Context: an optimization exercise on an open-source flow, tuned for small area, a short achievable clock period and few clock cycles per item. The choices shown serve that exercise and are no tape-out recipe. At most, simulation tests tie the RTL to the original design; equivalence was not proved. The RTL of runs 1 to 3 was laid out without a check of its function. No activity file was given, so power comes from the tool's default toggle rates.

### design/flow/design.v
package wafp_pkg;
  localparam int unsigned WINDOW_DEPTH = 64;
  localparam int unsigned SAMPLE_BITS  = 32;
  localparam int unsigned ADDR_BITS  = (WINDOW_DEPTH > 1) ? $clog2(WINDOW_DEPTH) : 1;
  localparam int unsigned COUNT_BITS = $clog2(WINDOW_DEPTH + 1);
  localparam int unsigned SUM_BITS   = SAMPLE_BITS + ADDR_BITS;
  localparam int unsigned STEP_BITS  = $clog2(SUM_BITS);
  localparam int unsigned FLOOR_BITS = 6;
  localparam int unsigned BIAS_BITS  = 14;
  localparam int unsigned IN_BYTES   = (2 * SAMPLE_BITS + 7) / 8;
  localparam int unsigned OUT_BYTES  = (FLOOR_BITS + BIAS_BITS + 7) / 8;
  localparam int unsigned POOL_TIER_4 = 1500;
  localparam int unsigned POOL_TIER_3 = 800;
  localparam int unsigned POOL_TIER_2 = 400;
  localparam int unsigned POOL_TIER_1 = 150;
  localparam int unsigned POOL_LOW    = 40;
  localparam int unsigned BONUS_4 = 25;
  localparam int unsigned BONUS_3 = 14;
  localparam int unsigned BONUS_2 = 8;
  localparam int unsigned BONUS_1 = 4;
  localparam int unsigned BIAS_4   = 9800;
  localparam int unsigned BIAS_3   = 9900;
  localparam int unsigned BIAS_2   = 9950;
  localparam int unsigned BIAS_MID = 10000;
  localparam int unsigned BIAS_LOW = 10100;
  localparam int unsigned FEE_DIV       = 50;
  localparam int unsigned FEE_CAP       = 32;
  localparam int unsigned FEE_CAP_START = FEE_CAP * FEE_DIV;
  localparam int unsigned FEE_IN_BITS   = $clog2(FEE_CAP_START);
  localparam int unsigned FEE_RECIP       = 1311;
  localparam int unsigned FEE_RECIP_BITS  = 11;
  localparam int unsigned FEE_RECIP_SHIFT = 16;
  localparam int unsigned FEE_PROD_BITS   = FEE_IN_BITS + FEE_RECIP_BITS;
endpackage
module wafp_ram #(
  parameter int unsigned Width = 8,
  parameter int unsigned Depth = 16
) (
  input  logic             clk_i,
  input  logic             we_i,
  input  logic [Width-1:0] wdata_i,
  output logic [Width-1:0] rdata_o
);
  logic [Depth*Width-1:0] ring_q;
  assign rdata_o = ring_q[Depth*Width-1 -: Width];
  always_ff @(posedge clk_i) begin
    ring_q <= {ring_q[(Depth-1)*Width-1:0], we_i ? wdata_i : rdata_o};
  end
endmodule
module windowed_average_fee_policy (
  input  logic                             clk_i,
  input  logic                             rst_ni,
  input  logic                             s_axis_tvalid,
  output logic                             s_axis_tready,
  input  logic [8*wafp_pkg::IN_BYTES-1:0]  s_axis_tdata,
  output logic                             m_axis_tvalid,
  input  logic                             m_axis_tready,
  output logic [8*wafp_pkg::OUT_BYTES-1:0] m_axis_tdata
);
  localparam int unsigned SB = wafp_pkg::SAMPLE_BITS;
  localparam int unsigned XB = 17;                    
  localparam int unsigned UB = XB + 6;                
  localparam int unsigned CB = wafp_pkg::COUNT_BITS;  
  localparam int unsigned QD = 6;                     
  localparam int unsigned OB = 3;                     
  localparam logic [2:0] TC_LOW = 3'd0;
  localparam logic [2:0] TC_MID = 3'd1;
  localparam logic [2:0] TC_1   = 3'd2;
  localparam logic [2:0] TC_2   = 3'd3;
  localparam logic [2:0] TC_3   = 3'd4;
  localparam logic [2:0] TC_4   = 3'd5;
  logic [5:0]    phase_q;       
  logic          started_q;     
  logic [OB-1:0] owed_q;        
  logic          ready_q, ready_out_q;
  logic          in_fire, out_fire;
  logic [5:0]    phase_d;
  logic [OB-1:0] owed_d;
  logic          ready_d;
  logic [XB-1:0] xp_q, xf_q;
  logic          xv_q;
  assign s_axis_tready = ready_out_q;
  assign in_fire       = s_axis_tvalid && ready_q;
  assign phase_d = (in_fire || !started_q) ? '0 : phase_q + 6'd1;
  assign owed_d  = owed_q + OB'(in_fire) - OB'(out_fire);
  assign ready_d = (phase_d == '0) && (owed_d < OB'(QD));
  always_ff @(posedge clk_i or negedge rst_ni) begin
    if (!rst_ni) begin
      phase_q     <= '0;
      started_q   <= 1'b0;
      owed_q      <= '0;
      ready_q     <= 1'b0;
      ready_out_q <= 1'b0;
      xv_q        <= 1'b0;
    end else begin
      phase_q     <= phase_d;
      started_q   <= started_q || in_fire;
      owed_q      <= owed_d;
      ready_q     <= ready_d;
      ready_out_q <= ready_d;
      xv_q        <= in_fire;
    end
  end
  logic [SB-1:0] in_p, in_f;
  assign in_p = s_axis_tdata[SB-1:0];
  assign in_f = s_axis_tdata[2*SB-1:SB];
  always_ff @(posedge clk_i) begin
    xp_q <= (|in_p[SB-1:XB]) ? {XB{1'b1}} : in_p[XB-1:0];
    xf_q <= (|in_f[SB-1:XB]) ? {XB{1'b1}} : in_f[XB-1:0];
  end
  logic [2*XB-1:0] old_pair;
  logic [XB-1:0]   old_p, old_f;
  logic [CB-1:0]   n1_q;             
  logic            full1;
  logic            v1_q, grow1_q;
  logic [XB:0]     dp_q, df_q;       
  wafp_ram #(
    .Width (2 * XB),
    .Depth (wafp_pkg::WINDOW_DEPTH)
  ) u_window (
    .clk_i   (clk_i),
    .we_i    (xv_q),
    .wdata_i ({xf_q, xp_q}),
    .rdata_o (old_pair)
  );
  assign full1 = n1_q[CB-1];
  assign old_p = full1 ? old_pair[XB-1:0] : '0;
  assign old_f = full1 ? old_pair[2*XB-1:XB] : '0;
  always_ff @(posedge clk_i or negedge rst_ni) begin
    if (!rst_ni) begin
      n1_q    <= '0;
      v1_q    <= 1'b0;
      grow1_q <= 1'b0;
    end else begin
      v1_q    <= xv_q;
      grow1_q <= xv_q && !full1;
      if (xv_q && !full1) n1_q <= n1_q + CB'(1);
    end
  end
  always_ff @(posedge clk_i) begin
    dp_q <= {1'b0, xp_q} + {1'b1, ~old_p} + (XB+1)'(full1);
    df_q <= {1'b0, xf_q} - {1'b0, old_f};
  end
  localparam int unsigned DB = 12;   
  logic [UB:0]     pn_q;             
  logic [UB-1:0]   fsum_q;
  logic [DB-1:0]   d_q;              
  logic [DB+1:0]   d3_q;             
  logic [16:0]     d30_q;            
  logic [11:0]     l39_q;            
  logic            v2_q;
  always_ff @(posedge clk_i or negedge rst_ni) begin
    if (!rst_ni) begin
      pn_q   <= '0;
      fsum_q <= '0;
      d_q    <= '0;
      d3_q   <= '0;
      d30_q  <= '0;
      l39_q  <= '0;
      v2_q   <= 1'b0;
    end else begin
      v2_q <= v1_q;
      if (v1_q) begin
        pn_q   <= pn_q + {{(UB-XB){dp_q[XB]}}, dp_q};
        fsum_q <= fsum_q + {{(UB-XB-1){df_q[XB]}}, df_q};
      end
      if (grow1_q) begin
        d_q   <= d_q + DB'(50);
        d3_q  <= d3_q + 14'd150;
        d30_q <= d30_q + 17'd1500;
        l39_q <= l39_q + 12'd39;
      end
    end
  end
  localparam int unsigned RB = 17;   
  logic          pneg, pbig;
  logic [16:0]   pl;
  logic [2:0]    tc1;
  logic          cap;
  logic          fbig;
  logic [RB-1:0] fl;
  logic [RB:0]   s8, s16, s24;
  logic [1:0]    qhi;
  logic [14:0]   r1;                 
  assign pneg = pn_q[UB];
  assign pbig = |pn_q[UB-1:17];
  assign pl   = pn_q[16:0];
  always_comb begin
    if (pneg)                              tc1 = TC_LOW;
    else if (pbig || pl >= d30_q)          tc1 = TC_4;
    else if (pl >= 17'({d_q, 4'b0}))       tc1 = TC_3;
    else if (pl >= 17'({d_q, 3'b0}))       tc1 = TC_2;
    else if (pl >= 17'(d3_q))              tc1 = TC_1;
    else if (pl < 17'(l39_q))              tc1 = TC_LOW;
    else                                   tc1 = TC_MID;
  end
  assign fbig = |fsum_q[UB-1:RB];
  assign fl   = fsum_q[RB-1:0];
  assign cap  = fbig || (fl >= {d_q, 5'b0});
  assign s8   = {1'b0, fl} - (RB+1)'({d_q, 3'b0});
  assign s16  = {1'b0, fl} - (RB+1)'({d_q, 4'b0});
  assign s24  = {1'b0, fl} - (RB+1)'({d3_q, 3'b0});
  always_comb begin
    if (!s24[RB])      begin qhi = 2'd3; r1 = 15'(s24); end
    else if (!s16[RB]) begin qhi = 2'd2; r1 = 15'(s16); end
    else if (!s8[RB])  begin qhi = 2'd1; r1 = 15'(s8);  end
    else               begin qhi = 2'd0; r1 = 15'(fl);  end
  end
  logic          v3_q;
  logic [2:0]    tc3_q;
  logic          cap3_q;
  logic [1:0]    qhi3_q;
  logic [14:0]   r1_q;
  logic [DB-1:0] m1_q;               
  logic [DB+1:0] m3_q;               
  logic [DB+2:0] m5_q, m7_q;         
  always_ff @(posedge clk_i or negedge rst_ni) begin
    if (!rst_ni) v3_q <= 1'b0;
    else         v3_q <= v2_q;
  end
  always_ff @(posedge clk_i) begin
    tc3_q  <= tc1;
    cap3_q <= cap;
    qhi3_q <= qhi;
    r1_q   <= r1;
    m1_q   <= d_q;
    m3_q   <= d3_q;
    m5_q   <= {1'b0, d_q, 2'b0} + 15'(d_q);
    m7_q   <= {d_q, 3'b0} - 15'(d_q);
  end
  logic [7:1] ge;
  logic [2:0] qlo;
  logic [5:0] fee_term, base, min_fee;
  assign ge[1] = (r1_q >= 15'(m1_q));
  assign ge[2] = (r1_q >= 15'({m1_q, 1'b0}));
  assign ge[3] = (r1_q >= 15'(m3_q));
  assign ge[4] = (r1_q >= 15'({m1_q, 2'b0}));
  assign ge[5] = (r1_q >= m5_q);
  assign ge[6] = (r1_q >= 15'({m3_q, 1'b0}));
  assign ge[7] = (r1_q >= m7_q);
  always_comb begin
    qlo = '0;
    for (int k = 1; k <= 7; k++) begin
      if (ge[k]) qlo = 3'(k);
    end
  end
  always_comb begin
    case (tc3_q)
      TC_4:    base = 6'(wafp_pkg::BONUS_4 + 1);
      TC_3:    base = 6'(wafp_pkg::BONUS_3 + 1);
      TC_2:    base = 6'(wafp_pkg::BONUS_2 + 1);
      TC_1:    base = 6'(wafp_pkg::BONUS_1 + 1);
      default: base = 6'd1;
    endcase
  end
  assign fee_term = cap3_q ? 6'(wafp_pkg::FEE_CAP) : {1'b0, qhi3_q, qlo};
  assign min_fee  = base + fee_term;
  logic [8:0]    qd_q [1:QD-1];
  logic [OB-1:0] qn_q;
  logic          mv_q, mv_out_q;
  logic [OB-1:0] wpos, qn_d;
  logic [5:0]    hfee_q;
  logic [8:0]    hbias_q;            
  logic [8:0] bias_new, bias_next;
  logic [13:0] bn, bx;
  always_comb begin
    case (tc3_q)
      TC_4:    bn = 14'(wafp_pkg::BIAS_4);
      TC_3:    bn = 14'(wafp_pkg::BIAS_3);
      TC_2:    bn = 14'(wafp_pkg::BIAS_2);
      TC_LOW:  bn = 14'(wafp_pkg::BIAS_LOW);
      default: bn = 14'(wafp_pkg::BIAS_MID);
    endcase
    case (qd_q[1][8:6])
      TC_4:    bx = 14'(wafp_pkg::BIAS_4);
      TC_3:    bx = 14'(wafp_pkg::BIAS_3);
      TC_2:    bx = 14'(wafp_pkg::BIAS_2);
      TC_LOW:  bx = 14'(wafp_pkg::BIAS_LOW);
      default: bx = 14'(wafp_pkg::BIAS_MID);
    endcase
  end
  assign bias_new  = bn[8:0];
  assign bias_next = bx[8:0];
  assign out_fire = mv_q && m_axis_tready;
  assign wpos     = qn_q - OB'(out_fire);
  assign qn_d     = qn_q + OB'(v3_q) - OB'(out_fire);
  always_ff @(posedge clk_i or negedge rst_ni) begin
    if (!rst_ni) begin
      qn_q     <= '0;
      mv_q     <= 1'b0;
      mv_out_q <= 1'b0;
    end else begin
      qn_q     <= qn_d;
      mv_q     <= (qn_d != '0);
      mv_out_q <= (qn_d != '0);
    end
  end
  always_ff @(posedge clk_i) begin
    if (v3_q && wpos == '0) begin
      hfee_q  <= min_fee;
      hbias_q <= bias_new;
    end else if (out_fire) begin
      hfee_q  <= qd_q[1][5:0];
      hbias_q <= bias_next;
    end
    for (int i = 1; i < QD; i++) begin
      if (v3_q && wpos == OB'(i)) begin
        qd_q[i] <= {tc3_q, min_fee};
      end else if (out_fire) begin
        if (i < QD - 1) qd_q[i] <= qd_q[i+1];
      end
    end
  end
  assign m_axis_tvalid = mv_out_q;
  assign m_axis_tdata  = {4'b0, 5'b10011, hbias_q, hfee_q};
endmodule
### design/flow/run.sh
#!/bin/bash
# synth_recipe.tcl (not shown) runs the flow's synth.tcl, then flattens the netlist and writes it again
# the make line also repeats each setting of config.mk as NAME=value (left out here)
make -C /OpenROAD-flow-scripts/flow DESIGN_CONFIG=/design/flow/config.mk WORK_HOME=/design/flow/orfs CLKGATE_MAP_FILE= SYNTH_SCRIPT=/design/flow/synth_recipe.tcl finish
### design/flow/config.mk
export PLATFORM = sky130hd
export DESIGN_NAME = windowed_average_fee_policy
export DESIGN_NICKNAME = windowed_average_fee_policy
export VERILOG_FILES = /design/flow/design.v
export SDC_FILE = /design/flow/constraint.sdc
export NUM_CORES = 4
export LEC_CHECK = 0
export ABC_CLOCK_PERIOD_IN_PS = 2500
export CAP_MARGIN = 20
export CORE_MARGIN = 2
export CORE_UTILIZATION = 40
export SETUP_SLACK_MARGIN = 5
export SLEW_MARGIN = 20
### design/flow/constraint.sdc
create_clock -name core_clock -period 8.0 [get_ports {clk_i}]
set_input_delay 1.6000 -clock core_clock [delete_from_list [all_inputs] [get_ports {clk_i}]]
set_output_delay 1.6000 -clock core_clock [all_outputs]
set_load 0.01 [all_outputs]
==> flow_summary.html, run 1 <==
<table>
<tr><th>Metric</th><th>Value</th></tr>
<tr><th colspan="2">Finish</th></tr>
<tr><td>Fraction of layout instances using a drive strength above 1</td><td>15.55%</td></tr>
<tr><td>Relative area change from synthesis to final layout</td><td>19.45%</td></tr>
<tr><td>Post-route design area</td><td>0.07736 sq mm</td></tr>
<tr><td>Layout Nets</td><td>5,103</td></tr>
<tr><th colspan="2">Routing</th></tr>
<tr><td>Number of design-rule violations left by the first detailed-router iteration</td><td>1,329</td></tr>
<tr><td>Via density per instance</td><td>4.217</td></tr>
<tr><td>Routed wire length</td><td>94,390 microns</td></tr>
<tr><td>Via count</td><td>29,830</td></tr>
<tr><td>Wire per inst</td><td>13.34 microns</td></tr>
<tr><td>Number of DRC violations after detailed routing</td><td>0</td></tr>
<tr><td>TritonRoute pass-1 iters</td><td>5</td></tr>
<tr><td>Residual antenna-violating net count after detailed routing</td><td>0</td></tr>
<tr><th colspan="2">Synth</th></tr>
<tr><td>Total of warnings raised by yosys</td><td>3</td></tr>
<tr><td>Post-Syn Instances</td><td>4,369</td></tr>
<tr><td>Synthesized area divided by synthesized cell count</td><td>14.82 sq um</td></tr>
<tr><td>Cell area after synthesis</td><td>0.06476 sq mm</td></tr>
<tr><td>Synthesized flop and latch total</td><td>2,500</td></tr>
<tr><td>Distinct cell type count after synthesis</td><td>82</td></tr>
<tr><td>Post-synth EDFFs</td><td>59</td></tr>
<tr><td>Sequential cell area fraction in the yosys report</td><td>79.15%</td></tr>
<tr><td>Post-synthesis async set-or-reset flop share</td><td>5.000%</td></tr>
<tr><td>Ys flop type</td><td>dfxtp_1</td></tr>
<tr><th colspan="2">Clock network</th></tr>
<tr><td>Clock transition at the registers of the reported paths</td><td>0.06 ns</td></tr>
<tr><td>Sink count of the clock tree</td><td>2,500</td></tr>
<tr><td>Clock buffer count from CTS</td><td>225</td></tr>
<tr><td>CTS H-tree depth</td><td>4</td></tr>
<tr><td>Maximum buffer depth of the clock tree</td><td>3</td></tr>
<tr><td>Clock tree from TritonCTS</td><td>yes</td></tr>
<tr><td>Buffer cell driving the clock tree root</td><td>clkbuf_16</td></tr>
<tr><td>Worst-Skew Late Latency</td><td>0.83 ns</td></tr>
<tr><td>Hold buffer count at cts</td><td>0</td></tr>
<tr><th colspan="2">GRT</th></tr>
<tr><td>Congestion Overflow GR</td><td>0</td></tr>
<tr><td>Via count of the first global-routing pass</td><td>29,870</td></tr>
<tr><td>First-pass GRT wire length</td><td>154,900 microns</td></tr>
<tr><td>Maximum number of pins on one net before global-route repair</td><td>80</td></tr>
<tr><td>Total routing resource utilization after global routing</td><td>11.60%</td></tr>
<tr><td>Antenna violations before repair</td><td>2</td></tr>
<tr><th colspan="2">Timing</th></tr>
<tr><td>Worst clock skew on the final layout</td><td>0.09471 ns</td></tr>
<tr><td>Endpoints failing hold</td><td>0</td></tr>
<tr><td>Smallest hold slack</td><td>0.2649 ns</td></tr>
<tr><td>Unrepaired setup endpoints after global routing</td><td>true</td></tr>
<tr><td>Final WS setup</td><td>4.331 ns</td></tr>
<tr><td>Slew Limit Headroom</td><td>39.69%</td></tr>
<tr><td>Actual slew at the worst max-slew pin</td><td>0.9046 ns</td></tr>
<tr><td>Final TNS setup</td><td>0 ns</td></tr>
<tr><td>Final number of max-transition violations</td><td>0</td></tr>
<tr><td>Clock period minus final worst setup slack</td><td>3.669 ns</td></tr>
<tr><td>Final cycle utilization of the critical path</td><td>45.86%</td></tr>
<tr><td>Total setup violations reported at the end of the flow</td><td>0</td></tr>
<tr><td>Achievable Freq</td><td>272.6 MHz</td></tr>
<tr><th colspan="2">Die</th></tr>
<tr><td>Initial Utilization</td><td>40.29%</td></tr>
<tr><td>Area of the die</td><td>0.1651 sq mm</td></tr>
<tr><td>Area of the core region</td><td>0.1608 sq mm</td></tr>
<tr><td>Core Rows</td><td>147</td></tr>
<tr><td>Die W</td><td>406.4 microns</td></tr>
<tr><td>Die Y</td><td>406.4 microns</td></tr>
<tr><td>Top-Level Pins</td><td>94</td></tr>
<tr><th colspan="2">Critical path</th></tr>
<tr><td>Kind of start point of the critical path</td><td>flop</td></tr>
<tr><td>Required @ worst endpoint</td><td>8.49 ns</td></tr>
<tr><td>Largest fanout on the critical path</td><td>6</td></tr>
<tr><td>Critical path arrival</td><td>4.16 ns</td></tr>
<tr><td>Worst Path Class, Setup</td><td>flop to flop</td></tr>
<tr><td>Endpoint class of the critical path</td><td>flop</td></tr>
<tr><td>R2R Setup Slk</td><td>4.33 ns</td></tr>
<tr><th colspan="2">Placed design</th></tr>
<tr><td>Hpwl dp</td><td>56,030 microns</td></tr>
<tr><td>Routability cong.</td><td>0.8011</td></tr>
<tr><td>Port buffer count</td><td>83</td></tr>
<tr><td>Placed inst area</td><td>0.06833 sq mm</td></tr>
<tr><td>Dpl ws</td><td>3.589 ns</td></tr>
<tr><th colspan="2">Pwr</th></tr>
<tr><td>Pwr Density</td><td>409.5 mW/mm^2</td></tr>
<tr><td>Static Leak</td><td>31.97 nW</td></tr>
<tr><td>Peak VDD IR</td><td>0.2449 mV</td></tr>
<tr><th colspan="2">Hold path</th></tr>
<tr><td>Class of the tightest hold or removal check</td><td>flop to flop</td></tr>
<tr><th colspan="2">Flow run</th></tr>
<tr><td>Max-Cap Viols</td><td>0</td></tr>
<tr><th colspan="2">Run status</th></tr>
<tr><td>Run status</td><td>no timing/DRC/antenna violations</td></tr>
</table>
-- area by class of cell --
| type | instances | area (sq um) |
|---|---|---|
| diodes | 2 | 5.005 |
| clock buffers | 313 | 6456 |
| clock inverters | 107 | 1460 |
| fillers | 13830 | 83390 |
| inverters | 186 | 720.7 |
| multi-input cells | 1645 | 13290 |
| flip-flops and latches | 2500 | 51310 |
| well taps | 2160 | 2703 |
| repair buffers | 161 | 1419 |
-- cell usage in the layout (no fill, tap or decap), types with 15 or more instances in the layout --
master	synthesis	layout
xor2_1	38	38
o21a_1	33	33
nand2_1	184	177
clkdlybuf4s50_1	0	64
and3_1	16	15
or2_2	45	43
o21ai_0	104	83
dfrtp_2	0	15
clkinv_2	0	48
mux2_4	1	15
inv_1	185	167
a21o_1	64	64
nor3_1	37	35
buf_4	10	66
a21oi_1	134	121
dfxtp_1	2316	2304
clkbuf_1	28	43
nand3_1	36	35
edfxtp_1	59	59
o21ai_1	8	18
bufinv_16	0	22
nor2_1	101	100
ha_1	304	292
clkbuf_16	0	230
nand4_1	24	24
xnor2_1	130	123
mux2_2	98	84
clkbuf_8	1	41
nor2b_1	30	29
nand2b_1	26	25
dfrtp_1	125	109
-- worst paths after layout --
kind,endpoint,start,cells past startpoint
min,u_window.ring_q[1715],u_window.ring_q[1681],0
max in group asynchronous,d_q[1],rst_ni,2
max reg2reg,qd_q[4][2],r1_q[1],19
max,qd_q[4][2],r1_q[1],19
min in group asynchronous,fsum_q[1],rst_ni,1
min reg2reg,u_window.ring_q[1715],u_window.ring_q[1681],0
-- cell usage after synthesis, types with 26 or more instances --
library cell	count	area, sq um
dfxtp_1	2316	46360
ha_1	304	3804
inv_1	185	694.4
nand2_1	184	690.7
a21oi_1	134	670.6
xnor2_1	130	1139
dfrtp_1	125	3128
o21ai_0	104	520.5
nor2_1	101	379.1
mux2_2	98	1104
a21o_1	64	480.5
edfxtp_1	59	1772
or2_2	45	281.5
xor2_1	38	332.8
nor3_1	37	185.2
nand3_1	36	180.2
o21a_1	33	247.7
nor2b_1	30	187.7
clkbuf_1	28	105.1
nand2b_1	26	162.7
-- cells by family after synthesis --
logic type,Yosys count,synth area share (%)
multiplexers,106,1.835
XOR/XNOR,168,2.272
adder cells (fa/ha/maj),316,6.244
other,2,0.01160
AND/OR/NAND/NOR,555,4.219
AO/OA/AOI/OAI,490,4.824
buffers and inverters,232,1.439
flip-flops,2500,79.15
-- worst max-delay path, cell delays in order (launching register included) --
cell and delay [ns]:
dfxtp_2 0.34, inv_2 0.05, ha_1 0.27, nand2b_1 0.05
a21boi_1 0.14, o21ai_1 0.10, a21oi_2 0.18, nor3_2 0.06
o21ai_1 0.16, o211a_1 0.25, o21bai_1 0.10, a311oi_2 0.28
ha_4 0.19, inv_2 0.04, fa_2 0.35, buf_4 0.15
buf_6 0.10, buf_6 0.11, xnor2_4 0.16, mux2_2 0.27
-- layer usage --
metal | track usage (%) | share of wire, %
met3 | 2.810 | 4.1
met1 | 16.45 | 51
met5 | 0 | 0
met4 | 4.568 | 2.8
met2 | 17.00 | 42
-- power by group --
group          internal (mW)  total, mW  switching [mW]
Clock                   6.41       11.0            4.56
Combinational           2.73       5.74            3.02
Sequential              14.1       15.0           0.848
Total                   23.3       31.7            8.42
-- stage by stage --
stage / utilization [%] / power [mW] / std cells
after global routing: 48.12 / 33.46 / 7072
after global placement: 42.51 / 20.20 / 6580
after detailed placement: 42.51 / 20.34 / 6580
after CTS: 47.85 / 31.85 / 7047
final: 48.13 / 31.68 / 7074
after floorplan: - / 18.83 / 4377
-- what timing repair did --
action                                 in CTS  in global routing
setup buffers                              47                 24
cloned                                      0                  1
endpoints found under the hold margin       0                  0
gates resized for setup                   157                 75
setup endpoints to repair                 164                132
pin swaps                                  44                 33
-- flip-flops by register name (all words and copies together), names as in the netlist, 17 cells and up --
| register | cells |
|---|---|
| qd_q | 45 |
| df_q | 18 |
| fsum_q | 23 |
| xf_q | 17 |
| pn_q | 24 |
| dp_q | 18 |
| u_window.ring_q | 2176 |
| xp_q | 17 |
==> run 2: changes to the inputs <==
--- a/design/flow/design.v
+++ b/design/flow/design.v
@@ -90,6 +90,6 @@
       started_q   <= 1'b0;
       owed_q      <= '0;
-      ready_q     <= 1'b0;
-      ready_out_q <= 1'b0;
+      ready_q     <= 1'b1;
+      ready_out_q <= 1'b1;
       xv_q        <= 1'b0;
     end else begin
@@ -230,6 +230,5 @@
   end
   logic [7:1] ge;
-  logic [2:0] qlo;
-  logic [5:0] fee_term, base, min_fee;
+  logic [5:0] base, min_fee;
   assign ge[1] = (r1_q >= 15'(m1_q));
   assign ge[2] = (r1_q >= 15'({m1_q, 1'b0}));
@@ -240,10 +239,4 @@
   assign ge[7] = (r1_q >= m7_q);
   always_comb begin
-    qlo = '0;
-    for (int k = 1; k <= 7; k++) begin
-      if (ge[k]) qlo = 3'(k);
-    end
-  end
-  always_comb begin
     case (tc3_q)
       TC_4:    base = 6'(wafp_pkg::BONUS_4 + 1);
@@ -254,6 +247,16 @@
     endcase
   end
-  assign fee_term = cap3_q ? 6'(wafp_pkg::FEE_CAP) : {1'b0, qhi3_q, qlo};
-  assign min_fee  = base + fee_term;
+  logic [5:0] cand0;
+  logic [7:0] pick;
+  assign cand0 = base + (cap3_q ? 6'(wafp_pkg::FEE_CAP) : {1'b0, qhi3_q, 3'b0});
+  always_comb begin
+    pick[0] = cap3_q || !ge[1];
+    for (int k = 1; k < 7; k++) pick[k] = !cap3_q && ge[k] && !ge[k+1];
+    pick[7] = !cap3_q && ge[7];
+    min_fee = '0;
+    for (int k = 0; k < 8; k++) begin
+      min_fee = min_fee | ({6{pick[k]}} & (cand0 + 6'(k)));
+    end
+  end
   logic [8:0]    qd_q [1:QD-1];
   logic [OB-1:0] qn_q;
--- a/design/flow/config.mk
+++ b/design/flow/config.mk
@@ -9,5 +9,8 @@
 export CAP_MARGIN = 20
 export CORE_MARGIN = 2
-export CORE_UTILIZATION = 40
+export CORE_UTILIZATION = 55
+export CTS_BUF_LIST = sky130_fd_sc_hd__clkbuf_4 sky130_fd_sc_hd__clkbuf_8
+export CTS_CLUSTER_DIAMETER = 50
+export CTS_CLUSTER_SIZE = 20
 export SETUP_SLACK_MARGIN = 5
 export SLEW_MARGIN = 20
==> run 2 against run 1 <==
Still clean. Clock power decreased by 42%. Die area shrank 26%. Sequential power about the same. Global-route usage increased by 4.3 points. Critical path type unchanged.
==> flow_summary.html, run 2 <==
<table>
<tr><th>Metric</th><th>Value</th></tr>
<tr><th colspan="2">Run status</th></tr>
<tr><td>Run status</td><td>no timing/DRC/antenna violations (unchanged)</td></tr>
<tr><th colspan="2">Finish</th></tr>
<tr><td>Registers with the most flip-flops</td><td>u_window.ring_q x2176, qd_q x45, pn_q x24 (unchanged)</td></tr>
<tr><td>Flip-flop count of the largest register, all copies and words added</td><td>2,176 (unchanged)</td></tr>
<tr><td>Fill cell instance count of the final layout</td><td>8,928 (was 13,830)</td></tr>
<tr><td>Fraction of layout instances using a drive strength above 1</td><td>15.69% (was 15.55%)</td></tr>
<tr><td>Most common library cell in the layout ignoring fill and taps</td><td>dfxtp_1 (unchanged)</td></tr>
<tr><td>Register with the highest flop count</td><td>u_window.ring_q (unchanged)</td></tr>
<tr><td>Post-route design area</td><td>0.07364 sq mm (was 0.07736 sq mm)</td></tr>
<tr><td>Commonest cells after routing, fill and taps aside</td><td>dfxtp_1, ha_1, clkbuf_8 (was dfxtp_1, ha_1, clkbuf_16)</td></tr>
<tr><td>Layout Nets</td><td>5,159 (was 5,103)</td></tr>
<tr><td>Relative area change from synthesis to final layout</td><td>12.81% (was 19.45%)</td></tr>
<tr><th colspan="2">Clock network</th></tr>
<tr><td>Clock tree from TritonCTS</td><td>yes (unchanged)</td></tr>
<tr><td>Worst-Skew Late Latency</td><td>0.89 ns (was 0.83 ns)</td></tr>
<tr><td>Clock transition at the registers of the reported paths</td><td>0.10 ns (was 0.06 ns)</td></tr>
<tr><td>Hold buffer count at cts</td><td>0 (unchanged)</td></tr>
<tr><td>Maximum buffer depth of the clock tree</td><td>3 (unchanged)</td></tr>
<tr><td>Buffer cell driving the clock tree root</td><td>clkbuf_8 (was clkbuf_16)</td></tr>
<tr><td>Sink count of the clock tree</td><td>2,500 (unchanged)</td></tr>
<tr><td>Clock buffer count from CTS</td><td>169 (was 225)</td></tr>
<tr><td>CTS H-tree depth</td><td>4 (unchanged)</td></tr>
<tr><th colspan="2">Critical path</th></tr>
<tr><td>Max stage delay on crit path</td><td>0.51 ns (was 0.35 ns)</td></tr>
<tr><td>Largest fanout on the critical path</td><td>7 (was 6)</td></tr>
<tr><td>Critical path arrival</td><td>3.91 ns (was 4.16 ns)</td></tr>
<tr><td>Endpoint class of the critical path</td><td>flop (unchanged)</td></tr>
<tr><td>Kind of start point of the critical path</td><td>flop (unchanged)</td></tr>
<tr><td>Required @ worst endpoint</td><td>8.60 ns (was 8.49 ns)</td></tr>
<tr><td>Worst-path cell with the longest stage delay</td><td>or4_4 (was fa_2)</td></tr>
<tr><td>Cells along the critical path</td><td>inv_4 -&gt; ha_4 -&gt; nor4bb_4 -&gt; or4_4 -&gt; a21oi_4 -&gt; buf_6 -&gt; buf_6 -&gt; o22ai_4 -&gt; or3b_4 -&gt; o211ai_1 -&gt; a222oi_1 -&gt; o211a_4 -&gt; o21ai_2 (was inv_2 -&gt; ha_1 -&gt; nand2b_1 -&gt; a21boi_1 -&gt; o21ai_1 -&gt; a21oi_2 -&gt; nor3_2 -&gt; o21ai_1 -&gt; o211a_1 -&gt; o21bai_1 -&gt; a311oi_2 -&gt; ha_4 -&gt; inv_2 -&gt; fa_2 -&gt; buf_4 -&gt; buf_6 -&gt; buf_6 -&gt; xnor2_4 -&gt; mux2_2)</td></tr>
<tr><td>Worst Path Class, Setup</td><td>flop to flop (unchanged)</td></tr>
<tr><td>Cell with the most instances on the worst path</td><td>buf_6</td></tr>
<tr><th colspan="2">Die</th></tr>
<tr><td>Initial Utilization</td><td>55.36% (was 40.29%)</td></tr>
<tr><td>Die W</td><td>348.5 microns (was 406.4 microns)</td></tr>
<tr><td>Die Y</td><td>348.5 microns (was 406.4 microns)</td></tr>
<tr><td>Core Rows</td><td>126 (was 147)</td></tr>
<tr><td>Top-Level Pins</td><td>94 (unchanged)</td></tr>
<tr><td>Area of the die</td><td>0.1215 sq mm (was 0.1651 sq mm)</td></tr>
<tr><td>Area of the core region</td><td>0.1179 sq mm (was 0.1608 sq mm)</td></tr>
<tr><th colspan="2">Hold path</th></tr>
<tr><td>Class of the tightest hold or removal check</td><td>flop to flop (unchanged)</td></tr>
<tr><th colspan="2">Synth</th></tr>
<tr><td>Cell area after synthesis</td><td>0.06528 sq mm (was 0.06476 sq mm)</td></tr>
<tr><td>Area fraction in compound gates after synthesis</td><td>5.118% (was 4.824%)</td></tr>
<tr><td>Sequential cell area fraction in the yosys report</td><td>78.54% (was 79.15%)</td></tr>
<tr><td>Synthesized flop and latch total</td><td>2,500 (unchanged)</td></tr>
<tr><td>Synthesized-area fraction occupied by xor and xnor cells</td><td>2.214% (was 2.272%)</td></tr>
<tr><td>Post-synthesis async set-or-reset flop share</td><td>5.000% (unchanged)</td></tr>
<tr><td>Largest family of logic cells by synthesized area</td><td>adder cells (unchanged)</td></tr>
<tr><td>Post-synth EDFFs</td><td>59 (unchanged)</td></tr>
<tr><td>Total of warnings raised by yosys</td><td>3 (unchanged)</td></tr>
<tr><td>Simple-Gate Fraction of Synth Area</td><td>4.566% (was 4.219%)</td></tr>
<tr><td>Distinct cell type count after synthesis</td><td>87 (was 82)</td></tr>
<tr><td>Dominant cell by count in the synthesized netlist</td><td>dfxtp_1 (unchanged)</td></tr>
<tr><td>Synthesized area divided by synthesized cell count</td><td>14.72 sq um (was 14.82 sq um)</td></tr>
<tr><td>Mux share of post-synthesis cell area</td><td>1.746% (was 1.835%)</td></tr>
<tr><td>Top cells by instance count after synthesis</td><td>dfxtp_1, ha_1, inv_1, nand2_1, xnor2_1 (was dfxtp_1, ha_1, inv_1, nand2_1, a21oi_1)</td></tr>
<tr><td>Top cells by area, synth</td><td>dfxtp_1, ha_1, dfrtp_1 (unchanged)</td></tr>
<tr><td>Arithmetic-cell share of the synthesized area counting full adders, half adders and majority gates</td><td>6.291% (was 6.244%)</td></tr>
<tr><td>Library cell with the largest summed area after synthesis</td><td>dfxtp_1 (unchanged)</td></tr>
<tr><td>Post-Syn Instances</td><td>4,436 (was 4,369)</td></tr>
<tr><td>Ys flop type</td><td>dfxtp_1 (unchanged)</td></tr>
<tr><td>Area share of the largest cell type after synthesis</td><td>71.03% (was 71.59%)</td></tr>
<tr><th colspan="2">Timing</th></tr>
<tr><td>Endpoints failing hold</td><td>0 (unchanged)</td></tr>
<tr><td>Actual slew at the worst max-slew pin</td><td>0.8787 ns (was 0.9046 ns)</td></tr>
<tr><td>Final TNS setup</td><td>0 ns (unchanged)</td></tr>
<tr><td>Worst clock skew on the final layout</td><td>0.03518 ns (was 0.09471 ns)</td></tr>
<tr><td>Slew Limit Headroom</td><td>41.25% (was 39.69%)</td></tr>
<tr><td>Final number of max-transition violations</td><td>0 (unchanged)</td></tr>
<tr><td>Unrepaired setup endpoints after global routing</td><td>true (unchanged)</td></tr>
<tr><td>Clock period minus final worst setup slack</td><td>3.310 ns (was 3.669 ns)</td></tr>
<tr><td>Final cycle utilization of the critical path</td><td>41.37% (was 45.86%)</td></tr>
<tr><td>Achievable Freq</td><td>302.1 MHz (was 272.6 MHz)</td></tr>
<tr><td>Total setup violations reported at the end of the flow</td><td>0 (unchanged)</td></tr>
<tr><th colspan="2">Placed design</th></tr>
<tr><td>Hpwl dp</td><td>57,540 microns (was 56,030 microns)</td></tr>
<tr><td>Port buffer count</td><td>83 (unchanged)</td></tr>
<tr><td>Placed inst area</td><td>0.06812 sq mm (was 0.06833 sq mm)</td></tr>
<tr><td>Routability cong.</td><td>0.8136 (was 0.8011)</td></tr>
<tr><th colspan="2">Routing</th></tr>
<tr><td>Via density per instance</td><td>4.707 (was 4.217)</td></tr>
<tr><td>Via count</td><td>30,110 (was 29,830)</td></tr>
<tr><td>Number of DRC violations after detailed routing</td><td>0 (unchanged)</td></tr>
<tr><td>Routed wire length</td><td>94,550 microns (was 94,390 microns)</td></tr>
<tr><td>TritonRoute pass-1 iters</td><td>5 (unchanged)</td></tr>
<tr><td>Wire per inst</td><td>14.78 microns (was 13.34 microns)</td></tr>
<tr><td>Number of design-rule violations left by the first detailed-router iteration</td><td>1,584 (was 1,329)</td></tr>
<tr><td>Residual antenna-violating net count after detailed routing</td><td>0 (unchanged)</td></tr>
<tr><th colspan="2">Flow run</th></tr>
<tr><td>Max-Cap Viols</td><td>0 (unchanged)</td></tr>
<tr><th colspan="2">Pwr</th></tr>
<tr><td>Pwr Density</td><td>369.7 mW/mm^2 (was 409.5 mW/mm^2)</td></tr>
<tr><td>Static Leak</td><td>30.04 nW (was 31.97 nW)</td></tr>
<tr><td>Peak VDD IR</td><td>0.2170 mV (was 0.2449 mV)</td></tr>
<tr><th colspan="2">GRT</th></tr>
<tr><td>Maximum number of pins on one net before global-route repair</td><td>66 (was 80)</td></tr>
<tr><td>Via count of the first global-routing pass</td><td>29,740 (was 29,870)</td></tr>
<tr><td>Congestion Overflow GR</td><td>0 (unchanged)</td></tr>
<tr><td>Total routing resource utilization after global routing</td><td>15.88% (was 11.60%)</td></tr>
<tr><td>First-pass GRT wire length</td><td>154,600 microns (was 154,900 microns)</td></tr>
<tr><td>Antenna violations before repair</td><td>5 (was 2)</td></tr>
</table>
run 2: changes by cell type after synthesis, sizes merged, moves of 12 or more:
cell / change
nor3: +13
inv: +12
nand3: +20
nand2: -31
a21oi: -24
nor2: +12
a21o: -22
xor2: -14
run 2: cells by family (layout without fill, tap and decap cells):
logic type | Yosys count | after routing
compound gates | 508 | 510
xor+xnor | 165 | 165
fa+ha+maj | 321 | 321
buf+inv | 251 | 663
flops | 2500 | 2500
mux | 102 | 102
other cells | 2 | 12
simple gates | 587 | 587
run 2: worst max-delay path: cells and delay by family, from the launching register on:
kind	cells	cell delay, ns
and+or+nand+nor	3	0.98
adders and majority gates	1	0.22
buffers and inverters	3	0.26
AOI/OAI and AO/OA	6	1.21
DFF	1	0.38
run 2: routing by layer:
layer	part of all wire, %	GRT usage, %	vias to the layer above
met5	0.0085	0	-
met3	3.8	3.208	177
met1	52	23.67	14120
met2	41	22.74	417
met4	2.7	6.219	2
li1	-	-	15400
run 2: timing repair:
item | 4_1_cts | 5_1_grt
buffers inserted | 56 | 59
gates resized for setup | 236 | 105
gates cloned | 2 | 1
endpoints found under the setup margin | 154 | 108
pin swaps | 55 | 40
run 2: cell type report:
| cell class | instances | area, sq um | share of cell area (%) |
|---|---|---|---|
| diodes | 2 | 5.005 | 0.006797 |
| clock buffers | 193 | 2587 | 3.514 |
| clock inverters | 66 | 895.9 | 1.217 |
| inverters | 198 | 795.8 | 1.081 |
| multi-input cells | 1695 | 14270 | 19.38 |
| flip-flops and latches | 2500 | 51340 | 69.72 |
| well taps | 1536 | 1922 | 2.610 |
| repair buffers | 206 | 1822 | 2.474 |
run 2: report_power, final:
group	switching (mW)	leakage, nW	internal [mW]
Sequential	0.836	20.9	14.1
Combinational	3.14	7.34	2.80
Clock	3.85	1.77	2.52
Total	7.83	30.0	19.4
run 2: stage by stage:
stage / std cells / hold WS (ns) / utilization [%] / setup WS (ns) / power [mW]
2_1_floorplan: 4444 / 0.3096 / - / 4.594 / 18.77
4_1_cts: 6334 / 0.2887 / 61.67 / 4.665 / 27.12
5_1_grt: 6396 / 0.3073 / 62.44 / 4.621 / 28.92
3_5_place_dp: 6017 / 0.3121 / 57.77 / 3.527 / 20.21
3_3_place_gp: 6017 / 0.3095 / 57.77 / 3.516 / 20.11
6_report: 6396 / 0.2992 / 62.44 / 4.690 / 27.22
run 2: worst paths after layout:
path                                        from                     to  slack, ns  depth (start not counted)
setup / recovery                         r1_q[2]             qd_q[1][3]       4.69                         13
hold / removal             u_window.ring_q[1392]  u_window.ring_q[1426]       0.30                          0
setup reg to reg                         r1_q[2]             qd_q[1][3]       4.69                         13
hold reg to reg            u_window.ring_q[1392]  u_window.ring_q[1426]       0.30                          0
max in group asynchronous                 rst_ni                pn_q[2]       5.94                          2
min in group asynchronous                 rst_ni                 d_q[2]       0.71                          1
==> run 3: changes to the inputs <==
--- a/design/flow/config.mk
+++ b/design/flow/config.mk
@@ -6,4 +6,5 @@
 export NUM_CORES = 4
 export LEC_CHECK = 0
+export ABC_AREA = 1
 export ABC_CLOCK_PERIOD_IN_PS = 2500
 export CAP_MARGIN = 20
==> run 3 against run 2 <==
Still clean. Wire length is 9.1% higher. Global-route usage increased by 1.0 points. Maximum frequency up 4.2%. Cell count is 13% higher. Combinational power is 0.8% higher. Non-clock buffer count fell by 94. Critical path type is now flop to output port. Largest cell class unchanged.
==> flow_summary.html, run 3 <==
<table>
<tr><th>Metric</th><th>Value</th></tr>
<tr><th colspan="2">Finish</th></tr>
<tr><td>Relative area change from synthesis to final layout</td><td>9.558% (was 12.81%)</td></tr>
<tr><td>Flip-flop count of the largest register, all copies and words added</td><td>2,176 (unchanged)</td></tr>
<tr><td>Commonest cells after routing, fill and taps aside</td><td>dfxtp_1, nand2_1, inv_1 (was dfxtp_1, ha_1, clkbuf_8)</td></tr>
<tr><td>Register with the highest flop count</td><td>u_window.ring_q (unchanged)</td></tr>
<tr><td>Layout Nets</td><td>5,922 (was 5,159)</td></tr>
<tr><td>Number of non-filler instances in the completed layout</td><td>7,237 (was 6,396)</td></tr>
<tr><td>Core Util, Final</td><td>60.59% (was 62.44%)</td></tr>
<tr><td>Fraction of layout instances using a drive strength above 1</td><td>7.559% (was 15.69%)</td></tr>
<tr><td>Most common library cell in the layout ignoring fill and taps</td><td>dfxtp_1 (unchanged)</td></tr>
<tr><td>Registers with the most flip-flops</td><td>u_window.ring_q x2176, qd_q x45, pn_q x24 (unchanged)</td></tr>
<tr><td>Post-route design area</td><td>0.07356 sq mm (was 0.07364 sq mm)</td></tr>
<tr><th colspan="2">Synth</th></tr>
<tr><td>Post-synth EDFFs</td><td>59 (unchanged)</td></tr>
<tr><td>Synthesized area divided by synthesized cell count</td><td>12.69 sq um (was 14.72 sq um)</td></tr>
<tr><td>Post-Syn Instances</td><td>5,292 (was 4,436)</td></tr>
<tr><td>Dominant cell by count in the synthesized netlist</td><td>dfxtp_1 (unchanged)</td></tr>
<tr><td>Total of warnings raised by yosys</td><td>3 (unchanged)</td></tr>
<tr><td>Top cells by area, synth</td><td>dfxtp_1, ha_1, nand2_1 (was dfxtp_1, ha_1, dfrtp_1)</td></tr>
<tr><td>Post-synthesis async set-or-reset flop share</td><td>5.000% (unchanged)</td></tr>
<tr><td>Top cells by instance count after synthesis</td><td>dfxtp_1, nand2_1, inv_1, ha_1, nor2_1 (was dfxtp_1, ha_1, inv_1, nand2_1, xnor2_1)</td></tr>
<tr><td>Synthesized flop and latch total</td><td>2,500 (unchanged)</td></tr>
<tr><td>Distinct cell type count after synthesis</td><td>74 (was 87)</td></tr>
<tr><td>Sequential cell area fraction in the yosys report</td><td>76.35% (was 78.54%)</td></tr>
<tr><td>Cell area after synthesis</td><td>0.06714 sq mm (was 0.06528 sq mm)</td></tr>
<tr><td>Ys flop type</td><td>dfxtp_1 (unchanged)</td></tr>
<tr><td>Library cell with the largest summed area after synthesis</td><td>dfxtp_1 (unchanged)</td></tr>
<tr><td>Area share of the largest cell type after synthesis</td><td>69.05% (was 71.03%)</td></tr>
<tr><th colspan="2">Clock network</th></tr>
<tr><td>Hold buffer count at cts</td><td>0 (unchanged)</td></tr>
<tr><td>Clock tree from TritonCTS</td><td>yes (unchanged)</td></tr>
<tr><td>Buffer cell driving the clock tree root</td><td>clkbuf_8 (unchanged)</td></tr>
<tr><td>Worst-Skew Late Latency</td><td>0.90 ns (was 0.89 ns)</td></tr>
<tr><td>Clock buffer count from CTS</td><td>168 (was 169)</td></tr>
<tr><td>Sink count of the clock tree</td><td>2,500 (unchanged)</td></tr>
<tr><td>Maximum buffer depth of the clock tree</td><td>3 (unchanged)</td></tr>
<tr><td>Clock transition at the registers of the reported paths</td><td>0.11 ns (was 0.10 ns)</td></tr>
<tr><td>CTS H-tree depth</td><td>4 (unchanged)</td></tr>
<tr><th colspan="2">Critical path</th></tr>
<tr><td>Worst-path cell with the longest stage delay</td><td>dfstp_2 (was or4_4)</td></tr>
<tr><td>Largest fanout on the critical path</td><td>2 (was 7)</td></tr>
<tr><td>R2R Setup Slk</td><td>5.20 ns (was 4.69 ns)</td></tr>
<tr><td>Critical path arrival</td><td>1.58 ns (was 3.91 ns)</td></tr>
<tr><td>Worst Path Class, Setup</td><td>flop to output port (was flop to flop)</td></tr>
<tr><td>Kind of start point of the critical path</td><td>flop (unchanged)</td></tr>
<tr><td>Depth of the critical timing path with buffers and inverters included</td><td>1 (was 13)</td></tr>
<tr><td>Cells along the critical path</td><td>buf_6 (was inv_4 -&gt; ha_4 -&gt; nor4bb_4 -&gt; or4_4 -&gt; a21oi_4 -&gt; buf_6 -&gt; buf_6 -&gt; o22ai_4 -&gt; or3b_4 -&gt; o211ai_1 -&gt; a222oi_1 -&gt; o211a_4 -&gt; o21ai_2)</td></tr>
<tr><td>Worst path top cell family by delay</td><td>flip-flops (was compound AO/OA/AOI/OAI gates)</td></tr>
<tr><td>Required @ worst endpoint</td><td>6.40 ns (was 8.60 ns)</td></tr>
<tr><td>Buffering stage count on the worst path with inverters included</td><td>1 (was 3)</td></tr>
<tr><td>Endpoint class of the critical path</td><td>output port (was flop)</td></tr>
<tr><td>FF-to-FF path depth</td><td>11 (was 13)</td></tr>
<tr><td>Max stage delay on crit path</td><td>0.57 ns (was 0.51 ns)</td></tr>
<tr><th colspan="2">GRT</th></tr>
<tr><td>Antenna violations before repair</td><td>3 (was 5)</td></tr>
<tr><td>First-pass GRT wire length</td><td>169,300 microns (was 154,600 microns)</td></tr>
<tr><td>Congestion Overflow GR</td><td>0 (unchanged)</td></tr>
<tr><td>Via count of the first global-routing pass</td><td>32,290 (was 29,740)</td></tr>
<tr><td>Total routing resource utilization after global routing</td><td>16.89% (was 15.88%)</td></tr>
<tr><td>Maximum number of pins on one net before global-route repair</td><td>69 (was 66)</td></tr>
<tr><th colspan="2">Run status</th></tr>
<tr><td>Run status</td><td>no timing/DRC/antenna violations (unchanged)</td></tr>
<tr><th colspan="2">Timing</th></tr>
<tr><td>Slew Limit Headroom</td><td>37.72% (was 41.25%)</td></tr>
<tr><td>Total setup violations reported at the end of the flow</td><td>0 (unchanged)</td></tr>
<tr><td>Final cycle utilization of the critical path</td><td>39.72% (was 41.37%)</td></tr>
<tr><td>Clock period minus final worst setup slack</td><td>3.177 ns (was 3.310 ns)</td></tr>
<tr><td>Final TNS setup</td><td>0 ns (unchanged)</td></tr>
<tr><td>Unrepaired setup endpoints after global routing</td><td>true (unchanged)</td></tr>
<tr><td>Endpoints failing hold</td><td>0 (unchanged)</td></tr>
<tr><td>Achievable Freq</td><td>314.7 MHz (was 302.1 MHz)</td></tr>
<tr><td>Final number of max-transition violations</td><td>0 (unchanged)</td></tr>
<tr><td>Worst clock skew on the final layout</td><td>0.05731 ns (was 0.03518 ns)</td></tr>
<tr><td>Smallest hold slack</td><td>0.3039 ns (was 0.2992 ns)</td></tr>
<tr><td>Actual slew at the worst max-slew pin</td><td>0.9342 ns (was 0.8787 ns)</td></tr>
<tr><th colspan="2">Routing</th></tr>
<tr><td>Via count</td><td>33,070 (was 30,110)</td></tr>
<tr><td>Routed wire length</td><td>103,100 microns (was 94,550 microns)</td></tr>
<tr><td>Wire per inst</td><td>14.25 microns (was 14.78 microns)</td></tr>
<tr><td>TritonRoute pass-1 iters</td><td>5 (unchanged)</td></tr>
<tr><td>Residual antenna-violating net count after detailed routing</td><td>0 (unchanged)</td></tr>
<tr><td>Number of DRC violations after detailed routing</td><td>0 (unchanged)</td></tr>
<tr><td>Via density per instance</td><td>4.570 (was 4.707)</td></tr>
<tr><td>Number of design-rule violations left by the first detailed-router iteration</td><td>1,611 (was 1,584)</td></tr>
<tr><th colspan="2">Die</th></tr>
<tr><td>Die W</td><td>353.4 microns (was 348.5 microns)</td></tr>
<tr><td>Top-Level Pins</td><td>94 (unchanged)</td></tr>
<tr><td>Die Y</td><td>353.4 microns (was 348.5 microns)</td></tr>
<tr><td>Area of the core region</td><td>0.1214 sq mm (was 0.1179 sq mm)</td></tr>
<tr><td>Area of the die</td><td>0.1249 sq mm (was 0.1215 sq mm)</td></tr>
<tr><td>Core Rows</td><td>128 (was 126)</td></tr>
<tr><td>Initial Utilization</td><td>55.31% (was 55.36%)</td></tr>
<tr><th colspan="2">Placed design</th></tr>
<tr><td>Placed inst area</td><td>0.07001 sq mm (was 0.06812 sq mm)</td></tr>
<tr><td>Post-placement cell count</td><td>6,967 (was 6,017)</td></tr>
<tr><td>Routability cong.</td><td>0.8587 (was 0.8136)</td></tr>
<tr><td>Port buffer count</td><td>83 (unchanged)</td></tr>
<tr><td>Hpwl dp</td><td>67,090 microns (was 57,540 microns)</td></tr>
<tr><th colspan="2">Pwr</th></tr>
<tr><td>Static Leak</td><td>31.41 nW (was 30.04 nW)</td></tr>
<tr><td>Peak VDD IR</td><td>0.2393 mV (was 0.2170 mV)</td></tr>
<tr><td>Pwr Density</td><td>361.0 mW/mm^2 (was 369.7 mW/mm^2)</td></tr>
<tr><th colspan="2">Hold path</th></tr>
<tr><td>Cell depth of the worst min-delay path</td><td>0 (unchanged)</td></tr>
<tr><td>Class of the tightest hold or removal check</td><td>flop to flop (unchanged)</td></tr>
<tr><th colspan="2">Flow run</th></tr>
<tr><td>Max-Cap Viols</td><td>0 (unchanged)</td></tr>
</table>
run 3: changes by cell type after synthesis, sizes merged, moves of 93 or more:
cell / previous run / this run
xnor2: 141 / 35
nand2: 153 / 851
inv: 197 / 429
xor2: 24 / 118
nor2: 113 / 206
nand3: 56 / 166
mux2: 95 / 0
run 3: through the flow:
step | power, mW | setup WS, ns
2_1_floorplan | 18.64 | 4.658
3_3_place_gp | 20.34 | 3.899
3_5_place_dp | 20.41 | 3.875
4_1_cts | 26.78 | 4.680
5_1_grt | 28.30 | 4.681
6_report | 26.55 | 4.823
run 3: area by class of cell:
cell class	count	area, sq um
flip-flops and latches	2500	51280
fillers	9778	47840
multi-input cells	2321	14220
clock buffers	185	2496
well taps	1625	2033
inverters	430	1647
repair buffers	112	982.2
clock inverters	61	887.1
diodes	3	7.507
run 3: what timing repair did:
item / 4_1_cts / 5_1_grt
resized for setup: 71 / 24
setup buffers: 7 / 14
endpoints found under the hold margin: 0 / 0
setup endpoints to repair: 57 / 100
pin swaps: 3 / 3
run 3: path summary, 6_finish.rpt:
path / start / end
worst max-delay path: ready_out_q / s_axis_tready
worst min-delay path: u_window.ring_q[511] / u_window.ring_q[545]
worst min register to register: u_window.ring_q[511] / u_window.ring_q[545]
worst max register to register: d_q[1] / r1_q[12]
max in group asynchronous: rst_ni / d_q[9]
min in group asynchronous: rst_ni / fsum_q[3]
run 3: report_power, final:
part	leakage, nW	switching, mW	internal [mW]
registers	20.9	0.774	13.5
clock network	1.71	3.82	2.51
logic	8.83	3.73	2.27
run 3: cells by family (layout without fill, tap and decap cells):
family | after synthesis | in the layout | share of synthesized area (%)
flops | 2500 | 2500 | 76.35
buf+inv | 479 | 788 | 2.765
fa+ha+maj | 321 | 321 | 6.116
other cells | 2 | 13 | 0.01119
compound gates | 455 | 455 | 3.794
simple gates | 1382 | 1382 | 8.941
xor+xnor | 153 | 153 | 2.018
run 3: layer usage:
layer  up-vias  track usage (%)  part of all wire, %
met1     15110            24.84                   53
met4         2            5.140                  2.3
met2       427            25.07                   41
li1      17350                -                    -
met5         -                0                0.013
met3       183            3.623                  4.0
==> run 4: changes to the inputs <==
--- a/design/flow/design.v
+++ b/design/flow/design.v
@@ -90,6 +90,6 @@
       started_q   <= 1'b0;
       owed_q      <= '0;
-      ready_q     <= 1'b1;
-      ready_out_q <= 1'b1;
+      ready_q     <= 1'b0;
+      ready_out_q <= 1'b0;
       xv_q        <= 1'b0;
     end else begin
@@ -138,7 +138,15 @@
     end
   end
-  always_ff @(posedge clk_i) begin
-    dp_q <= {1'b0, xp_q} + {1'b1, ~old_p} + (XB+1)'(full1);
-    df_q <= {1'b0, xf_q} - {1'b0, old_f};
+  always_ff @(posedge clk_i or negedge rst_ni) begin
+    if (!rst_ni) begin
+      dp_q <= '0;
+      df_q <= '0;
+    end else if (xv_q) begin
+      dp_q <= {1'b0, xp_q} + {1'b1, ~old_p} + (XB+1)'(full1);
+      df_q <= {1'b0, xf_q} - {1'b0, old_f};
+    end else begin
+      dp_q <= '0;
+      df_q <= '0;
+    end
   end
   localparam int unsigned DB = 12;   
@@ -161,8 +169,6 @@
     end else begin
       v2_q <= v1_q;
-      if (v1_q) begin
-        pn_q   <= pn_q + {{(UB-XB){dp_q[XB]}}, dp_q};
-        fsum_q <= fsum_q + {{(UB-XB-1){df_q[XB]}}, df_q};
-      end
+      pn_q   <= pn_q + {{(UB-XB){dp_q[XB]}}, dp_q};
+      fsum_q <= fsum_q + {{(UB-XB-1){df_q[XB]}}, df_q};
       if (grow1_q) begin
         d_q   <= d_q + DB'(50);
==> run 4 against run 3 <==
Die area shrank 0.78%. Wire length shrank 0.68%. Still clean on timing, DRC and antenna. Global-route usage shrank 0.092 points.
==> flow_summary.html, run 4 <==
<table>
<tr><th>Metric</th><th>Value</th></tr>
<tr><th colspan="2">Timing</th></tr>
<tr><td>Achievable Freq</td><td>323.2 MHz (was 314.7 MHz)</td></tr>
<tr><td>Unrepaired setup endpoints after global routing</td><td>true (unchanged)</td></tr>
<tr><td>Total setup violations reported at the end of the flow</td><td>0 (unchanged)</td></tr>
<tr><td>Final cycle utilization of the critical path</td><td>38.67% (was 39.72%)</td></tr>
<tr><td>Actual slew at the worst max-slew pin</td><td>0.8964 ns (was 0.9342 ns)</td></tr>
<tr><td>Endpoints failing hold</td><td>0 (unchanged)</td></tr>
<tr><td>Final WS setup</td><td>4.906 ns (was 4.823 ns)</td></tr>
<tr><td>Final number of max-transition violations</td><td>0 (unchanged)</td></tr>
<tr><td>Smallest hold slack</td><td>0.3132 ns (was 0.3039 ns)</td></tr>
<tr><td>Final TNS setup</td><td>0 ns (unchanged)</td></tr>
<tr><td>Slew Limit Headroom</td><td>40.24% (was 37.72%)</td></tr>
<tr><td>Clock period minus final worst setup slack</td><td>3.094 ns (was 3.177 ns)</td></tr>
<tr><td>Worst clock skew on the final layout</td><td>0.03235 ns (was 0.05731 ns)</td></tr>
<tr><th colspan="2">Placed design</th></tr>
<tr><td>Port buffer count</td><td>83 (unchanged)</td></tr>
<tr><td>Post-placement cell count</td><td>6,882 (was 6,967)</td></tr>
<tr><td>Routability cong.</td><td>0.8814 (was 0.8587)</td></tr>
<tr><td>Hpwl dp</td><td>67,050 microns (was 67,090 microns)</td></tr>
<tr><td>Placed inst area</td><td>0.06947 sq mm (was 0.07001 sq mm)</td></tr>
<tr><td>Dpl ws</td><td>3.860 ns (was 3.875 ns)</td></tr>
<tr><th colspan="2">Synth</th></tr>
<tr><td>Sequential cell area fraction in the yosys report</td><td>77.23% (was 76.35%)</td></tr>
<tr><td>Top cells by instance count after synthesis</td><td>dfxtp_1, nand2_1, inv_1, ha_1, nor2_1 (unchanged)</td></tr>
<tr><td>Distinct cell type count after synthesis</td><td>58 (was 74)</td></tr>
<tr><td>Mux share of post-synthesis cell area</td><td>0.01690% (was 0%)</td></tr>
<tr><td>Library cell with the largest summed area after synthesis</td><td>dfxtp_1 (unchanged)</td></tr>
<tr><td>Post-synthesis async set-or-reset flop share</td><td>6.440% (was 5.000%)</td></tr>
<tr><td>Total of warnings raised by yosys</td><td>3 (unchanged)</td></tr>
<tr><td>Dominant cell by count in the synthesized netlist</td><td>dfxtp_1 (unchanged)</td></tr>
<tr><td>Simple-Gate Fraction of Synth Area</td><td>8.469% (was 8.941%)</td></tr>
<tr><td>Ys flop type</td><td>dfxtp_1 (unchanged)</td></tr>
<tr><td>Synthesized area divided by synthesized cell count</td><td>12.78 sq um (was 12.69 sq um)</td></tr>
<tr><td>Area share of the largest cell type after synthesis</td><td>68.52% (was 69.05%)</td></tr>
<tr><td>Post-Syn Instances</td><td>5,213 (was 5,292)</td></tr>
<tr><td>Area fraction in compound gates after synthesis</td><td>3.473% (was 3.794%)</td></tr>
<tr><td>Post-synth EDFFs</td><td>59 (unchanged)</td></tr>
<tr><td>Arithmetic-cell share of the synthesized area counting full adders, half adders and majority gates</td><td>6.165% (was 6.116%)</td></tr>
<tr><td>Top cells by area, synth</td><td>dfxtp_1, dfrtp_1, ha_1 (was dfxtp_1, ha_1, nand2_1)</td></tr>
<tr><td>Largest family of logic cells by synthesized area</td><td>simple AND/OR/NAND/NOR gates (unchanged)</td></tr>
<tr><td>Cell area after synthesis</td><td>0.06661 sq mm (was 0.06714 sq mm)</td></tr>
<tr><td>Synthesized flop and latch total</td><td>2,500 (unchanged)</td></tr>
<tr><td>Synthesized-area fraction occupied by xor and xnor cells</td><td>1.970% (was 2.018%)</td></tr>
<tr><th colspan="2">Clock network</th></tr>
<tr><td>Clock buffer count from CTS</td><td>169 (was 168)</td></tr>
<tr><td>Clock transition at the registers of the reported paths</td><td>0.11 ns (about the same)</td></tr>
<tr><td>Worst-Skew Late Latency</td><td>0.90 ns (about the same)</td></tr>
<tr><td>Sink count of the clock tree</td><td>2,500 (unchanged)</td></tr>
<tr><td>Hold buffer count at cts</td><td>0 (unchanged)</td></tr>
<tr><td>Buffer cell driving the clock tree root</td><td>clkbuf_8 (unchanged)</td></tr>
<tr><td>Maximum buffer depth of the clock tree</td><td>3 (unchanged)</td></tr>
<tr><td>Clock tree from TritonCTS</td><td>yes (unchanged)</td></tr>
<tr><td>CTS H-tree depth</td><td>4 (unchanged)</td></tr>
<tr><th colspan="2">Critical path</th></tr>
<tr><td>FF-to-FF End</td><td>qd_q[1][5] (was r1_q[12])</td></tr>
<tr><td>Startpoint of the worst register-to-register path</td><td>tc3_q[2] (was d_q[1])</td></tr>
<tr><td>Largest fanout on the critical path</td><td>1 (was 2)</td></tr>
<tr><td>FF-to-FF path depth</td><td>16 (was 11)</td></tr>
<tr><td>Required @ worst endpoint</td><td>6.40 ns (about the same)</td></tr>
<tr><td>Critical path arrival</td><td>1.49 ns (was 1.58 ns)</td></tr>
<tr><td>Cells along the critical path</td><td>buf_2 (was buf_6)</td></tr>
<tr><td>Kind of start point of the critical path</td><td>flop (unchanged)</td></tr>
<tr><td>Endpoint class of the critical path</td><td>output port (unchanged)</td></tr>
<tr><td>Depth of the critical timing path with buffers and inverters included</td><td>1 (unchanged)</td></tr>
<tr><td>Worst Path Class, Setup</td><td>flop to output port (unchanged)</td></tr>
<tr><td>Worst-path cell with the longest stage delay</td><td>edfxtp_1 (was dfstp_2)</td></tr>
<tr><td>Timing startpoint of the critical path</td><td>hbias_q[2] (was ready_out_q)</td></tr>
<tr><td>Max stage delay on crit path</td><td>0.43 ns (was 0.57 ns)</td></tr>
<tr><td>R2R Setup Slk</td><td>5.19 ns (was 5.20 ns)</td></tr>
<tr><td>Worst path top cell family by delay</td><td>flip-flops (unchanged)</td></tr>
<tr><td>Buffering stage count on the worst path with inverters included</td><td>1 (unchanged)</td></tr>
<tr><td>Destination of the critical timing path</td><td>m_axis_tdata[8] (was s_axis_tready)</td></tr>
<tr><th colspan="2">Run status</th></tr>
<tr><td>Run status</td><td>no timing/DRC/antenna violations (unchanged)</td></tr>
<tr><th colspan="2">Routing</th></tr>
<tr><td>Number of design-rule violations left by the first detailed-router iteration</td><td>1,754 (was 1,611)</td></tr>
<tr><td>Via count</td><td>32,880 (was 33,070)</td></tr>
<tr><td>Number of DRC violations after detailed routing</td><td>0 (unchanged)</td></tr>
<tr><td>Routed wire length</td><td>102,400 microns (was 103,100 microns)</td></tr>
<tr><td>Wire per inst</td><td>14.29 microns (was 14.25 microns)</td></tr>
<tr><td>TritonRoute pass-1 iters</td><td>5 (unchanged)</td></tr>
<tr><td>Via density per instance</td><td>4.588 (was 4.570)</td></tr>
<tr><td>Residual antenna-violating net count after detailed routing</td><td>0 (unchanged)</td></tr>
<tr><th colspan="2">GRT</th></tr>
<tr><td>Total routing resource utilization after global routing</td><td>16.80% (was 16.89%)</td></tr>
<tr><td>Maximum number of pins on one net before global-route repair</td><td>65 (was 69)</td></tr>
<tr><td>First-pass GRT wire length</td><td>166,700 microns (was 169,300 microns)</td></tr>
<tr><td>Via count of the first global-routing pass</td><td>32,140 (was 32,290)</td></tr>
<tr><td>Congestion Overflow GR</td><td>0 (unchanged)</td></tr>
<tr><td>Antenna violations before repair</td><td>2 (was 3)</td></tr>
<tr><th colspan="2">Pwr</th></tr>
<tr><td>Static Leak</td><td>32.19 nW (was 31.41 nW)</td></tr>
<tr><td>Total power consumption of the routed design</td><td>19.07 mW (was 26.55 mW)</td></tr>
<tr><td>Pwr Density</td><td>260.7 mW/mm^2 (was 361.0 mW/mm^2)</td></tr>
<tr><td>Peak VDD IR</td><td>0.2032 mV (was 0.2393 mV)</td></tr>
<tr><th colspan="2">Die</th></tr>
<tr><td>Die Y</td><td>352.0 microns (was 353.4 microns)</td></tr>
<tr><td>Die W</td><td>352.0 microns (was 353.4 microns)</td></tr>
<tr><td>Top-Level Pins</td><td>94 (unchanged)</td></tr>
<tr><td>Core Rows</td><td>127 (was 128)</td></tr>
<tr><td>Area of the die</td><td>0.1239 sq mm (was 0.1249 sq mm)</td></tr>
<tr><td>Initial Utilization</td><td>55.52% (was 55.31%)</td></tr>
<tr><td>Area of the core region</td><td>0.1200 sq mm (was 0.1214 sq mm)</td></tr>
<tr><th colspan="2">Finish</th></tr>
<tr><td>Flip-flop count of the largest register, all copies and words added</td><td>2,176 (unchanged)</td></tr>
<tr><td>Core Util, Final</td><td>60.97% (was 60.59%)</td></tr>
<tr><td>Register with the highest flop count</td><td>u_window.ring_q (unchanged)</td></tr>
<tr><td>Number of non-filler instances in the completed layout</td><td>7,166 (was 7,237)</td></tr>
<tr><td>Relative area change from synthesis to final layout</td><td>9.799% (was 9.558%)</td></tr>
<tr><td>Registers with the most flip-flops</td><td>u_window.ring_q x2176, qd_q x45, pn_q x24 (unchanged)</td></tr>
<tr><td>Commonest cells after routing, fill and taps aside</td><td>dfxtp_1, nand2_1, inv_1 (unchanged)</td></tr>
<tr><td>Most common library cell in the layout ignoring fill and taps</td><td>dfxtp_1 (unchanged)</td></tr>
<tr><td>Post-route design area</td><td>0.07314 sq mm (was 0.07356 sq mm)</td></tr>
<tr><td>Layout Nets</td><td>5,858 (was 5,922)</td></tr>
<tr><td>Fraction of layout instances using a drive strength above 1</td><td>7.385% (was 7.559%)</td></tr>
<tr><th colspan="2">Hold path</th></tr>
<tr><td>Class of the tightest hold or removal check</td><td>flop to flop (unchanged)</td></tr>
<tr><th colspan="2">Flow run</th></tr>
<tr><td>Max-Cap Viols</td><td>0 (unchanged)</td></tr>
</table>
-- run 4: changes by cell type after synthesis, sizes merged, moves of 5 or more --
cell / previous run / this run
a21oi: 193 / 216
a31oi: 17 / 4
buf: 20 / 26
clkbuf: 29 / 18
dfrtp: 124 / 161
dfxtp: 2316 / 2280
inv: 429 / 410
nand4: 59 / 40
nor2: 206 / 230
nor3: 48 / 36
o21ai: 173 / 143
or2: 20 / 8
xnor2: 35 / 30
-- run 4: final cells by class --
type / instances / area (sq um)
Sequential cell: 2500 / 51480
Antenna cell: 2 / 5.005
Multi-Input combinational cell: 2266 / 13630
Clock inverter: 64 / 828.3
Clock buffer: 190 / 2546
Fill cell: 9569 / 46830
Timing Repair Buffer: 121 / 1059
Inverter: 411 / 1582
Tap cell: 1612 / 2017
-- run 4: logic make-up after synthesis --
family / after synthesis
compound gates: 426
xor+xnor: 149
fa+ha+maj: 321
buf+inv: 455
flops: 2500
mux: 1
other cells: 2
simple gates: 1359
-- run 4: timing repair --
item	4_1_cts	5_1_grt
endpoints found under the hold margin	0	0
gates resized for setup	83	34
endpoints found under the setup margin	90	144
setup buffers	15	13
pin swaps	4	3
-- run 4: how the worst min path moves through the flow --
stage                                      from                     to  cells past startpoint
after floorplan            u_window.ring_q[966]  u_window.ring_q[1000]                      0
after global placement      u_window.ring_q[72]   u_window.ring_q[106]                      0
after detailed placement    u_window.ring_q[90]   u_window.ring_q[124]                      0
after CTS                  u_window.ring_q[753]   u_window.ring_q[787]                      0
after global routing      u_window.ring_q[1969]  u_window.ring_q[2003]                      0
final                     u_window.ring_q[1730]  u_window.ring_q[1764]                      0
-- run 4: power breakdown --
group	internal (mW)	switching (mW)
sequential	12.5	0.0195
combinational	0.104	0.137
clock	2.43	3.84
-- run 4: layer usage --
layer,part of all wire [%],GRT usage [%],wire (microns),vias up
met5,0,0,0,-
met4,2.7,6.275,2746,0
met3,3.9,3.218,3960,186
met2,41,24.46,41820,501
met1,53,24.88,53890,15140
li1,-,-,-,17050
Testbench counts of run 4, summed over its fixed seeds: cycles 4,840, items 4,800.

port drivers added, routing unchanged:
No port has a modelled driver above. Below, the same layouts with a new extraction and two added sets of constraints. Step 1 sets driving cells, clkbuf_16 on the clock port and buf_2 on the other inputs (assumed; they add their load-dependent delay and slew). Step 2, shift: input delay + t, output delay - t, t = (earliest + latest rising clock arrival at the registers) / 2. This alone moves slack from input paths to output paths. a / b / c = ideal / step 1 / step 2; a / b = the first two.
| run | t (ns) | slack for setup (ns) | hold slack, ns | clock arrival spread, ns |
|---|---|---|---|---|
| run 1 | 0.857 | 4.331 / 4.331 / 4.244 | 0.265 / 0.265 / 0.265 | 0.109 / 0.110 |
| run 2 | 0.932 | 4.690 / 4.690 / 4.101 | 0.299 / 0.299 / 0.299 | 0.043 / 0.042 |
| run 3 | 0.940 | 4.823 / 4.757 / 4.417 | 0.304 / 0.304 / 0.304 | 0.063 / 0.064 |
| run 4 | 0.959 | 4.906 / 4.835 / 4.230 | 0.313 / 0.313 / 0.313 | 0.034 / 0.034 |
After both steps every run listed still meets setup and hold. The setup slack of run 4, which loses most, moves by -0.071 ns with the drivers and by -0.676 ns with both steps.
